Source: an optimization exercise on an open RTL-to-GDS flow (aim: small area, a short achievable clock period and few clock cycles per item). Production flows keep margins and buffers that such runs may drop. At most, simulation tests tie the RTL to the original design; equivalence was not proved. The clock port is modelled as an ideal driver; clocking choices that lean on that would not hold on a real chip.

==> module delayed_event_flag_table_unit, before the edit <==
module delayed_event_flag_table_unit (
    input  logic                              i_clk,
    input  logic                              i_rst_n,
    input  logic                              i_cfg_we,
    input  logic [defet_pkg::CFG_IDX_W-1:0]   i_cfg_idx,
    input  logic [defet_pkg::CFG_DATA_W-1:0]  i_cfg_data,
    input  logic                              i_in_valid,
    output logic                              o_in_stall,
    input  logic [1:0]                        i_func,
    input  logic [defet_pkg::ID_W-1:0]        i_event_id,
    input  logic [defet_pkg::TIME_W-1:0]      i_now_time,
    output logic                              o_out_valid,
    input  logic                              i_out_stall,
    output logic                              o_delivered,
    output logic                              o_in_range
);
    localparam int QD  = 8;        
    localparam int CAP = QD + 1;   
    defet_pkg::t_cfg cfg;
    defet_cfg_regs u_cfg (
        .i_clk      (i_clk),
        .i_rst_n    (i_rst_n),
        .i_cfg_we   (i_cfg_we),
        .i_cfg_idx  (i_cfg_idx),
        .i_cfg_data (i_cfg_data),
        .o_cfg      (cfg)
    );
    logic       r_stall;
    logic [3:0] r_owed;
    logic       r_ov;
    logic       acc;
    logic       take;
    logic [3:0] n_owed;
    assign acc    = i_in_valid && !r_stall;
    assign take   = r_ov && !i_out_stall;
    assign n_owed = r_owed + 4'(acc) - 4'(take);
    always_ff @(posedge i_clk) begin
        if (!i_rst_n) begin
            r_owed  <= '0;
            r_stall <= 1'b0;
        end else begin
            r_owed  <= n_owed;
            r_stall <= (n_owed >= 4'(CAP));
        end
    end
    logic              in_range;
    logic              s0_v;
    logic [1:0]        s0_func;
    logic [7:0]        s0_id;
    logic              s0_inr;
    logic [TIME_W-1:0] s0_x;
    logic [TIME_W-1:0] r_stamp;
    assign in_range = (i_event_id[15:8] == 8'd0);
    always_ff @(posedge i_clk) begin
        s0_v    <= i_rst_n && acc;
        s0_func <= i_func;
        s0_id   <= i_event_id[7:0];
        s0_inr  <= in_range;
        s0_x    <= i_now_time ^ ~r_stamp;
    end
    always_ff @(posedge i_clk) begin
        if (i_rst_n && acc && in_range && i_func == FUNC_DSET) begin
            r_stamp <= i_now_time;
        end
    end
    logic [TIME_W-1:0] el;
    logic              s1_v;
    logic [1:0]        s1_func;
    logic [7:0]        s1_id;
    logic [15:0]       s1_lo;
    logic              s1_inr;
    logic              s1_bs;
    logic              s1_bn;
    logic [TIME_W-1:0] s1_el;
    defet_sub_time u_el (
        .i_x    (s0_x),
        .i_b    (r_stamp),
        .o_diff (el)
    );
    always_ff @(posedge i_clk) begin
        s1_v    <= i_rst_n && s0_v;
        s1_func <= s0_func;
        s1_id   <= s0_id;
        for (int l = 0; l < 16; l++) begin
            s1_lo[l] <= (s0_id[3:0] == 4'(l));
        end
        s1_inr  <= s0_inr;
        s1_bs   <= ({1'b0, s0_id} < cfg.short_start);
        s1_bn   <= ({1'b0, s0_id} < cfg.nodly_start);
        s1_el   <= el;
    end
    logic       ok;
    logic       tb_p;
    logic       tb_h;
    logic       s2_v;
    logic       s2_hit;
    logic       s2_clr;
    logic [1:0] s2_func;
    logic [7:0] s2_id;
    logic       s2_inr;
    logic       s2_bn;
    logic       s2_ok;
    logic       s2_tbp;
    logic       s2_tbh;
    logic       s2_fwd;
    logic       s2_fwp;
    logic       s2_fwh;
    logic       cur_p;
    logic       cur_h;
    logic       ready;
    logic       wr_p;
    logic       wr_h;
    logic       gt_long;
    logic       gt_short;
    defet_gt_time u_gt_long (
        .i_a  (s1_el),
        .i_b  (cfg.long_delay),
        .o_gt (gt_long)
    );
    defet_gt_time u_gt_short (
        .i_a  (s1_el),
        .i_b  (cfg.short_delay),
        .o_gt (gt_short)
    );
    always_comb begin
        if (s1_bs)      ok = gt_long;
        else if (s1_bn) ok = gt_short;
        else            ok = 1'b1;
    end
    assign cur_p = s2_fwd ? s2_fwp : s2_tbp;
    assign cur_h = s2_fwd ? s2_fwh : s2_tbh;
    assign ready = cur_p && (!cur_h || s2_ok);
    always_comb begin
        wr_p = cur_p;
        wr_h = cur_h;
        case (s2_func)
            FUNC_SET:   wr_p = 1'b1;
            FUNC_CLEAR: wr_p = 1'b0;
            FUNC_DSET: begin
                wr_p = 1'b1;
                wr_h = cur_h || s2_bn;
            end
            default: begin
                if (ready) begin
                    wr_p = 1'b0;
                    wr_h = 1'b0;
                end
            end
        endcase
        if (s2_clr) begin
            wr_p = 1'b0;
            wr_h = 1'b0;
        end
    end
    defet_flag_table u_table (
        .i_clk        (i_clk),
        .i_rd_hi      (s1_id[7:4]),
        .i_rd_lo      (s1_lo),
        .o_rd_pending (tb_p),
        .o_rd_holdoff (tb_h),
        .i_wr_idx     (s2_id),
        .i_wr_en      (s2_hit),
        .i_wr_all     (s2_clr),
        .i_wr_pending (wr_p),
        .i_wr_holdoff (wr_h)
    );
    always_ff @(posedge i_clk) begin
        s2_v    <= i_rst_n && s1_v;
        s2_hit  <= i_rst_n && s1_v && s1_inr;
        s2_clr  <= !i_rst_n;
        s2_func <= s1_func;
        s2_id   <= s1_id;
        s2_inr  <= s1_inr;
        s2_bn   <= s1_bn;
        s2_ok   <= ok;
        s2_tbp  <= tb_p;
        s2_tbh  <= tb_h;
        s2_fwd  <= s2_clr || (s2_hit && s1_id == s2_id);
        s2_fwp  <= wr_p;
        s2_fwh  <= wr_h;
    end
    logic [1:0] q_mem [QD];
    logic [3:0] q_wr;
    logic [3:0] q_rd;
    logic       q_empty;
    logic       r_del;
    logic       r_inr;
    assign q_empty = (q_wr == q_rd);
    always_ff @(posedge i_clk) begin
        if (s2_v) begin
            q_mem[q_wr[2:0]] <= {s2_hit && s2_func == FUNC_GET && ready, s2_inr};
        end
    end
    always_ff @(posedge i_clk) begin
        if (!i_rst_n) begin
            {r_del, r_inr} <= '0;
        end else if (!r_ov || !i_out_stall) begin
            {r_del, r_inr} <= q_mem[q_rd[2:0]];
        end
    end
    always_ff @(posedge i_clk) begin
        if (!i_rst_n) begin
            q_wr <= '0;
            q_rd <= '0;
            r_ov <= 1'b0;
        end else begin
            if (s2_v) begin
                q_wr <= q_wr + 4'd1;
            end
            if (!r_ov || !i_out_stall) begin
                r_ov <= !q_empty;
                if (!q_empty) begin
                    q_rd <= q_rd + 4'd1;
                end
            end
        end
    end
    assign o_in_stall  = r_stall;
    assign o_out_valid = r_ov;
    assign o_delivered = r_del;
    assign o_in_range  = r_inr;
endmodule
==> flow/config.mk <==
export PLATFORM = sky130hd
export DESIGN_NAME = delayed_event_flag_table_unit
export DESIGN_NICKNAME = delayed_event_flag_table_unit
export VERILOG_FILES = /design/flow/design.v
export SDC_FILE = /design/flow/constraint.sdc
export NUM_CORES = 4
export LEC_CHECK = 0
export CAP_MARGIN = 20
export CORE_MARGIN = 2
export CORE_UTILIZATION = 55
export CTS_CLUSTER_DIAMETER = 100
export CTS_CLUSTER_SIZE = 30
export SETUP_SLACK_MARGIN = 4.6
export SLEW_MARGIN = 20
==> flow/constraint.sdc <==
create_clock -name core_clock -period 7.0 [get_ports {i_clk}]
set_input_delay 1.4000 -clock core_clock [delete_from_list [all_inputs] [get_ports {i_clk}]]
set_output_delay 1.4000 -clock core_clock [all_outputs]
set_load 0.01 [all_outputs]
standard.sh (not shown) runs the stock make flow with config.mk's settings and CLKGATE_MAP_FILE= SYNTH_SCRIPT=/design/flow/synth_recipe.tcl, a recipe that flattens the netlist after the stock synthesis.
==> flow/flow/run.sh <==
#!/bin/bash
# The standard layout (the standard.sh: ORFS from the standard synthesis to
# the final layout), with two changes:
#  - the port buffers are sky130_fd_sc_hd__buf_2 cells instead of the delay
#    buffers that buffer_ports picks by default;
#  - clock tree synthesis adds no dummy loads (CTS_ARGS replaces ORFS's
#    argument list, so it repeats the clustering settings of config.mk).
# ORFS's own logs stay under orfs/logs; make's output goes to flow.log.
set -euo pipefail
export BUFFER_PORTS_ARGS="-buffer_cell sky130_fd_sc_hd__buf_2"
export CTS_ARGS="-sink_clustering_enable -repair_clock_nets -dont_use_dummy_load -sink_clustering_size 30 -sink_clustering_max_diameter 100"
bash standard.sh > flow.log 2>&1
Testbench counts at the start, summed over its fixed seeds: cycles 25,683, items 24,000.
Rerun with:
--- a/flow/design.v
+++ b/flow/design.v
@@ -159,11 +159,11 @@
     output logic                              o_out_valid,
     input  logic                              i_out_stall,
     output logic                              o_delivered,
     output logic                              o_in_range
 );
-    localparam int QD  = 8;        
+    localparam int QD  = 4;        
     localparam int CAP = QD + 1;   
     defet_pkg::t_cfg cfg;
     defet_cfg_regs u_cfg (
         .i_clk      (i_clk),
         .i_rst_n    (i_rst_n),
@@ -324,42 +324,48 @@
         s2_tbh  <= tb_h;
         s2_fwd  <= s2_clr || (s2_hit && s1_id == s2_id);
         s2_fwp  <= wr_p;
         s2_fwh  <= wr_h;
     end
+    logic [1:0] res;
     logic [1:0] q_mem [QD];
-    logic [3:0] q_wr;
-    logic [3:0] q_rd;
+    logic [2:0] q_wr;
+    logic [2:0] q_rd;
     logic       q_empty;
+    logic       out_free;
+    logic       bypass;
     logic       r_del;
     logic       r_inr;
-    assign q_empty = (q_wr == q_rd);
+    assign res      = {s2_hit && s2_func == FUNC_GET && ready, s2_inr};
+    assign q_empty  = (q_wr == q_rd);
+    assign out_free = !r_ov || !i_out_stall;
+    assign bypass   = s2_v && q_empty && out_free;
     always_ff @(posedge i_clk) begin
-        if (s2_v) begin
-            q_mem[q_wr[2:0]] <= {s2_hit && s2_func == FUNC_GET && ready, s2_inr};
+        if (s2_v && !bypass) begin
+            q_mem[q_wr[1:0]] <= res;
         end
     end
     always_ff @(posedge i_clk) begin
         if (!i_rst_n) begin
             {r_del, r_inr} <= '0;
-        end else if (!r_ov || !i_out_stall) begin
-            {r_del, r_inr} <= q_mem[q_rd[2:0]];
+        end else if (out_free) begin
+            {r_del, r_inr} <= q_empty ? res : q_mem[q_rd[1:0]];
         end
     end
     always_ff @(posedge i_clk) begin
         if (!i_rst_n) begin
             q_wr <= '0;
             q_rd <= '0;
             r_ov <= 1'b0;
         end else begin
-            if (s2_v) begin
-                q_wr <= q_wr + 4'd1;
+            if (s2_v && !bypass) begin
+                q_wr <= q_wr + 3'd1;
             end
-            if (!r_ov || !i_out_stall) begin
-                r_ov <= !q_empty;
+            if (out_free) begin
+                r_ov <= !q_empty || s2_v;
                 if (!q_empty) begin
-                    q_rd <= q_rd + 4'd1;
+                    q_rd <= q_rd + 3'd1;
                 end
             end
         end
     end
     assign o_in_stall  = r_stall;
After rerunning: The new run ran to the end with no violations. Utilization rises by 0.50 points. Via count came out lower by 0.81%. Final cell count came out lower by 0.45%. Routed wire length falls by 2.8%. Global-route usage fell by 0.50 points. Register-to-register slack hardly moves. Sequential cell count came out lower by 8.
No functional check of the RTL was part of the second run of this note.

## afterwards: timing with drivers on the ports
In the flow no input, the clock included, has a driving cell. The finished layouts below were timed again as built, in two steps. Step 1 assumes that a clkbuf_16 drives the clock port and a buf_2 every other input. Step 2 adds t to the input delays and takes it off the output delays; t is the mean of the earliest and latest rising clock arrival at the registers after step 1. Input paths then give back, and output paths get back, about the clock's delay inside the block. a / b / c = no drivers / after step 1 / after step 2; a / b = the first two.
run | shift t [ns] | setup WS [ns] | worst hold slack (ns) | worst setup path after step 2
the first run | 0.685 | 4.501 / 4.441 / 4.008 | 0.363 / 0.363 / 0.363 | input to register
the second run | 0.673 | 4.501 / 4.444 / 3.970 | 0.339 / 0.339 / 0.339 | input to register
After both steps setup and hold are still met in every run listed. For the second run, which loses most, drivers alone change the setup slack by -0.057 ns; drivers and shift together by -0.531 ns.
